Context: an optimization exercise on an open-source flow, tuned for small area and a short achievable clock period. The choices shown serve that exercise and are no tape-out recipe.
Function was checked by simulation only, so behaviour that the tests miss may differ from the original.
No activity file was given, so power comes from the tool's default toggle rates.

==> inputs of 02-18 <==
## goodness_tracker
module goodness_tracker
#(
  parameter int CORE_NUM            = 4,
  parameter int POST_NEUR_PARALLEL  = 8,
  parameter int POST_NEUR_MEM_WIDTH = 13,
  parameter int GOODNESS_WIDTH      = 24
) (
  input  logic                                                    clk,
  input  logic                                                    rst,
  input  logic [CORE_NUM-1:0]                                     core_valid,
  input  logic [CORE_NUM-1:0]                                     core_last,
  input  logic [CORE_NUM-1:0]                                     core_clear,
  input  logic [CORE_NUM*POST_NEUR_PARALLEL*POST_NEUR_MEM_WIDTH-1:0] core_mem_bus,
  input  logic                                                    mode,
  input  logic [3:0]                                              avg_shift,
  input  logic [GOODNESS_WIDTH-1:0]                               theta,
  output logic [CORE_NUM*GOODNESS_WIDTH-1:0]                      sample_bus,
  output logic [CORE_NUM*GOODNESS_WIDTH-1:0]                      avg_bus,
  output logic [CORE_NUM-1:0]                                     done,
  output logic [CORE_NUM-1:0]                                     above_theta
);
  localparam int P     = POST_NEUR_PARALLEL;
  localparam int M     = POST_NEUR_MEM_WIDTH;
  localparam int G     = GOODNESS_WIDTH;
  localparam int T_W   = 28;    
  localparam int NCUT  = 103;   
  localparam logic [G-1:0] G_MAX = '1;
  for (genvar c = 0; c < CORE_NUM; c++) begin : g_core
    logic             s1_valid;
    logic             s1_last;     
    logic             s2_valid;    
    logic             seeded;
    logic             done_q;
    logic             above_q;
    logic [G-1:0]     acc_q;
    logic [G-1:0]     sample_q;
    logic [G-1:0]     avg_q;
    logic [NCUT-1:0]  cut_q;       
    logic [P*(M-1)-1:0] ny;
    logic [P*(M-1)-1:0] nl;
    logic [NCUT-1:0]  cut;
    logic [T_W-1:0]   tot_s;
    logic [T_W-1:0]   tot_c;
    logic [T_W-1:0]   tot;
    logic [G-1:0]     acc_sat;
  ...
==> module goodness_tracker, before the edit <==
module goodness_tracker
#(
  parameter int CORE_NUM            = 4,
  parameter int POST_NEUR_PARALLEL  = 8,
  parameter int POST_NEUR_MEM_WIDTH = 13,
  parameter int GOODNESS_WIDTH      = 24
) (
  input  logic                                                    clk,
  input  logic                                                    rst,
  input  logic [CORE_NUM-1:0]                                     core_valid,
  input  logic [CORE_NUM-1:0]                                     core_last,
  input  logic [CORE_NUM-1:0]                                     core_clear,
  input  logic [CORE_NUM*POST_NEUR_PARALLEL*POST_NEUR_MEM_WIDTH-1:0] core_mem_bus,
  input  logic                                                    mode,
  input  logic [3:0]                                              avg_shift,
  input  logic [GOODNESS_WIDTH-1:0]                               theta,
  output logic [CORE_NUM*GOODNESS_WIDTH-1:0]                      sample_bus,
  output logic [CORE_NUM*GOODNESS_WIDTH-1:0]                      avg_bus,
  output logic [CORE_NUM-1:0]                                     done,
  output logic [CORE_NUM-1:0]                                     above_theta
);
  localparam int P     = POST_NEUR_PARALLEL;
  localparam int M     = POST_NEUR_MEM_WIDTH;
  localparam int G     = GOODNESS_WIDTH;
  localparam int T_W   = 28;    
  localparam int NCUT  = 103;   
  localparam logic [G-1:0] G_MAX = '1;
  for (genvar c = 0; c < CORE_NUM; c++) begin : g_core
    logic             s1_valid;
    logic             s1_last;     
    logic             s2_valid;    
    logic             seeded;
    logic             done_q;
    logic             above_q;
    logic [G-1:0]     acc_q;
    logic [G-1:0]     sample_q;
    logic [G-1:0]     avg_q;
    logic [NCUT-1:0]  cut_q;       
    logic [P*(M-1)-1:0] ny;
    logic [P*(M-1)-1:0] nl;
    logic [NCUT-1:0]  cut;
    logic [T_W-1:0]   tot_s;
    logic [T_W-1:0]   tot_c;
    logic [T_W-1:0]   tot;
    logic [G-1:0]     acc_sat;
    logic             sat;
    logic [G-1:0]     cmp_s;
    logic [G-1:0]     cmp_c;
    logic             gt;
    logic             above_d;
    logic [3:0]       sh;
    logic [G-1:0]     avg_dn;
    logic [G-1:0]     smp_dn;
    logic [G-1:0]     ema_s;
    logic [G-1:0]     ema_c;
    logic [G-1:0]     avg_next;
    for (genvar n = 0; n < P; n++) begin : g_neur
      logic [M-1:0] v;
      assign v = core_mem_bus[(c*P+n)*M +: M];
      assign ny[n*(M-1) +: M-1] = ~(v[M-2:0] & {(M-1){mode & ~v[M-1]}});
      assign nl[n*(M-1) +: M-1] = ~(v[M-2:0] & {(M-1){~mode & ~v[M-1]}});
    end
    goodness_beat_reduce u_reduce (
      .ny  (ny),
      .nl  (nl),
      .cut (cut)
    );
    always_ff @(posedge clk) begin
      cut_q <= cut;
    end
    goodness_acc_tree u_acc (
      .cut   (cut_q),
      .acc   (acc_q),
      .sum_s (tot_s),
      .sum_c (tot_c)
    );
    assign tot     = tot_s + tot_c;
    assign sat     = |tot[T_W-1:G];
    assign acc_sat = sat ? G_MAX : tot[G-1:0];
    for (genvar i = 0; i < G; i++) begin : g_cmp
      goodness_fa u_fa (
        .a  (tot_s[i]),
        .b  (tot_c[i]),
        .c  (~theta[i]),
        .s  (cmp_s[i]),
        .co (cmp_c[i])
      );
    end
    goodness_gt u_gt (
      .a  (cmp_s),
      .b  (cmp_c),
      .gt (gt)
    );
    assign above_d = sat ? ~&theta : gt;
    assign sh       = avg_shift;
    assign avg_dn   = avg_q >> sh;
    assign smp_dn   = sample_q >> sh;
    for (genvar i = 0; i < G; i++) begin : g_ema
      goodness_fa u_fa (
        .a  (avg_q[i]),
        .b  (smp_dn[i]),
        .c  (~avg_dn[i]),
        .s  (ema_s[i]),
        .co (ema_c[i])
      );
    end
    goodness_add24 u_ema_add (
      .a (ema_s),
      .b ({ema_c[G-2:0], 1'b1}),
      .y (avg_next)
    );
    always_ff @(posedge clk or posedge rst) begin
      if (rst) begin
        s1_valid <= 1'b0;
        s1_last  <= 1'b0;
        s2_valid <= 1'b0;
        seeded   <= 1'b0;
        done_q   <= 1'b0;
        above_q  <= 1'b0;
        acc_q    <= '0;
        sample_q <= '0;
        avg_q    <= '0;
      end else if (core_clear[c]) begin
        s1_valid <= 1'b0;
        s1_last  <= 1'b0;
        s2_valid <= 1'b0;
        seeded   <= 1'b0;
        done_q   <= 1'b0;
        above_q  <= 1'b0;
        acc_q    <= '0;
        sample_q <= '0;
        avg_q    <= '0;
      end else begin
        s1_valid <= core_valid[c];
        s1_last  <= core_valid[c] & core_last[c];
        done_q   <= s2_valid;
        s2_valid <= s1_last;
        if (s2_valid) begin
          avg_q  <= seeded ? avg_next : sample_q;
          seeded <= 1'b1;
        end
        if (s1_valid) begin
          if (s1_last) begin
            sample_q <= acc_sat;
            above_q  <= above_d;
            acc_q    <= '0;
          end else begin
            acc_q    <= acc_sat;
          end
        end
      end
    end
    assign sample_bus[c*G +: G] = sample_q;
    assign avg_bus[c*G +: G]    = avg_q;
    assign done[c]              = done_q;
    assign above_theta[c]       = above_q;
  end
endmodule
==> flow/config.mk <==
export PLATFORM = sky130hd
export DESIGN_NAME = goodness_tracker
export DESIGN_NICKNAME = goodness_tracker
export VERILOG_FILES = /design/flow/design.v
export SDC_FILE = /design/flow/constraint.sdc
export NUM_CORES = 4
export LEC_CHECK = 0
export CAP_MARGIN = 20
export CORE_MARGIN = 2
export CORE_UTILIZATION = 38
export PLACE_DENSITY = 0.75
export SETUP_SLACK_MARGIN = 5
export SLEW_MARGIN = 20
export SYNTH_HIERARCHICAL = 1
export SYNTH_MINIMUM_KEEP_SIZE = 0
export TNS_END_PERCENT = 10
==> flow/constraint.sdc <==
create_clock -name core_clock -period 15.0 [get_ports {clk}]
set_input_delay 3.0000 -clock core_clock [delete_from_list [all_inputs] [get_ports {clk}]]
set_output_delay 3.0000 -clock core_clock [all_outputs]
set_load 0.01 [all_outputs]
standard.sh (not shown) runs the stock make flow with config.mk's settings and CLKGATE_MAP_FILE= SYNTH_SCRIPT=/design/flow/synth_recipe.tcl, a recipe that flattens the netlist after the stock synthesis.
==> flow/flow/run.sh <==
#!/bin/bash
set -euo pipefail
bash standard.sh SETUP_SLACK_MARGIN=8.5 \
  "BUFFER_PORTS_ARGS=-buffer_cell sky130_fd_sc_hd__buf_1" finish > standard_flow.log 2>&1
==> inputs of 11-14, as changes to 02-18 <==
--- a/flow/design.v
+++ b/flow/design.v
@@ -3663,8 +3663,8 @@
       .gt (gt)
     );
     assign above_d = sat ? ~&theta : gt;
-    assign sh       = avg_shift;
-    assign avg_dn   = avg_q >> sh;
+    assign sh       = avg_shift & {4{seeded}};
+    assign avg_dn   = avg_q >> avg_shift;
     assign smp_dn   = sample_q >> sh;
     for (genvar i = 0; i < G; i++) begin : g_ema
       goodness_fa u_fa (
@@ -3707,7 +3707,7 @@
         done_q   <= s2_valid;
         s2_valid <= s1_last;
         if (s2_valid) begin
-          avg_q  <= seeded ? avg_next : sample_q;
+          avg_q  <= avg_next;
           seeded <= 1'b1;
         end
         if (s1_valid) begin
--- a/flow/config.mk
+++ b/flow/config.mk
@@ -8,7 +8,6 @@
 export CAP_MARGIN = 20
 export CORE_MARGIN = 2
 export CORE_UTILIZATION = 38
-export PLACE_DENSITY = 0.75
 export SETUP_SLACK_MARGIN = 5
 export SLEW_MARGIN = 20
 export SYNTH_HIERARCHICAL = 1
==> comparison table <==
Number of setup buffers added after CTS: 02-18 58; 11-14 55
Invs w/o clock: 02-18 340; 11-14 333
Xor/xnor cell area share of the yosys netlist: 02-18 0.01230; 11-14 0.01214
Start point of the worst min-delay path: 02-18 g_core[3].acc_q[1]$_DFFE_PP0P_; 11-14 g_core[0].above_q$_DFFE_PP0P_
Run status: 02-18 timing/DRC/antenna clean; 11-14 timing/DRC/antenna clean
Number of placement rows: 02-18 202; 11-14 201
Instance area at placement: 02-18 0.1137 mm2; 11-14 0.1130 mm2
Vias in the first global route: 02-18 90740; 11-14 86870
Number of library cell types mapped by synthesis: 02-18 86; 11-14 92
Peak supply drop: 02-18 0.2718 mV; 11-14 0.2254 mV
Mux contribution to synthesized area: 02-18 0.03749; 11-14 0.04192
Fraction of area in registers: 02-18 0.1334; 11-14 0.1342
Critical-path cell with the highest stage delay: 02-18 nor2_1; 11-14 nand2_1
Area share of and/or/nand/nor cells after synthesis: 02-18 0.1432; 11-14 0.1473
Reported combinational group power: 02-18 0.0109 W; 11-14 0.0112 W
Die Area: 02-18 0.3081 mm2; 11-14 0.3062 mm2
Area of combinational cells with multiple inputs: 02-18 0.08966 mm2; 11-14 0.08907 mm2
Switching share of power: 02-18 0.4904; 11-14 0.4933
Sequential cell fraction of total power: 02-18 0.163; 11-14 0.161
RR Startpoint: 02-18 g_core[2].acc_q[13]$_DFFE_PP0P_; 11-14 g_core[3].acc_q[13]$_DFFE_PP0P_

==> separate check: timing with driven ports <==
The results above use ideal ports. As a check the final layouts listed here were re-extracted and re-timed, cells and wires unchanged.
Step 1: set_driving_cell puts a clkbuf_16 on clk and a buf_2 on each other input, an assumption about the parent block.
Step 2 times the ports against the registers' clock, not the clock port: input delays grow and output delays shrink by t, the midpoint of the rising clock arrivals with the driver on.
a / b / c = ideal ports / drivers / drivers and shift; a / b = the first two.
run	t (ns)	slack for setup (ns)	hold WS [ns]	worst setup path after step 2
02-18	0.829	8.244 / 8.212 / 7.383	0.490 / 0.490 / 0.490	input to register
11-14	0.818	8.343 / 8.265 / 7.447	0.486 / 0.486 / 0.486	input to register
After both steps setup and hold are still met in every run listed. The setup slack of 11-14, which loses most, moves by -0.078 ns with the drivers and by -0.896 ns with both steps.
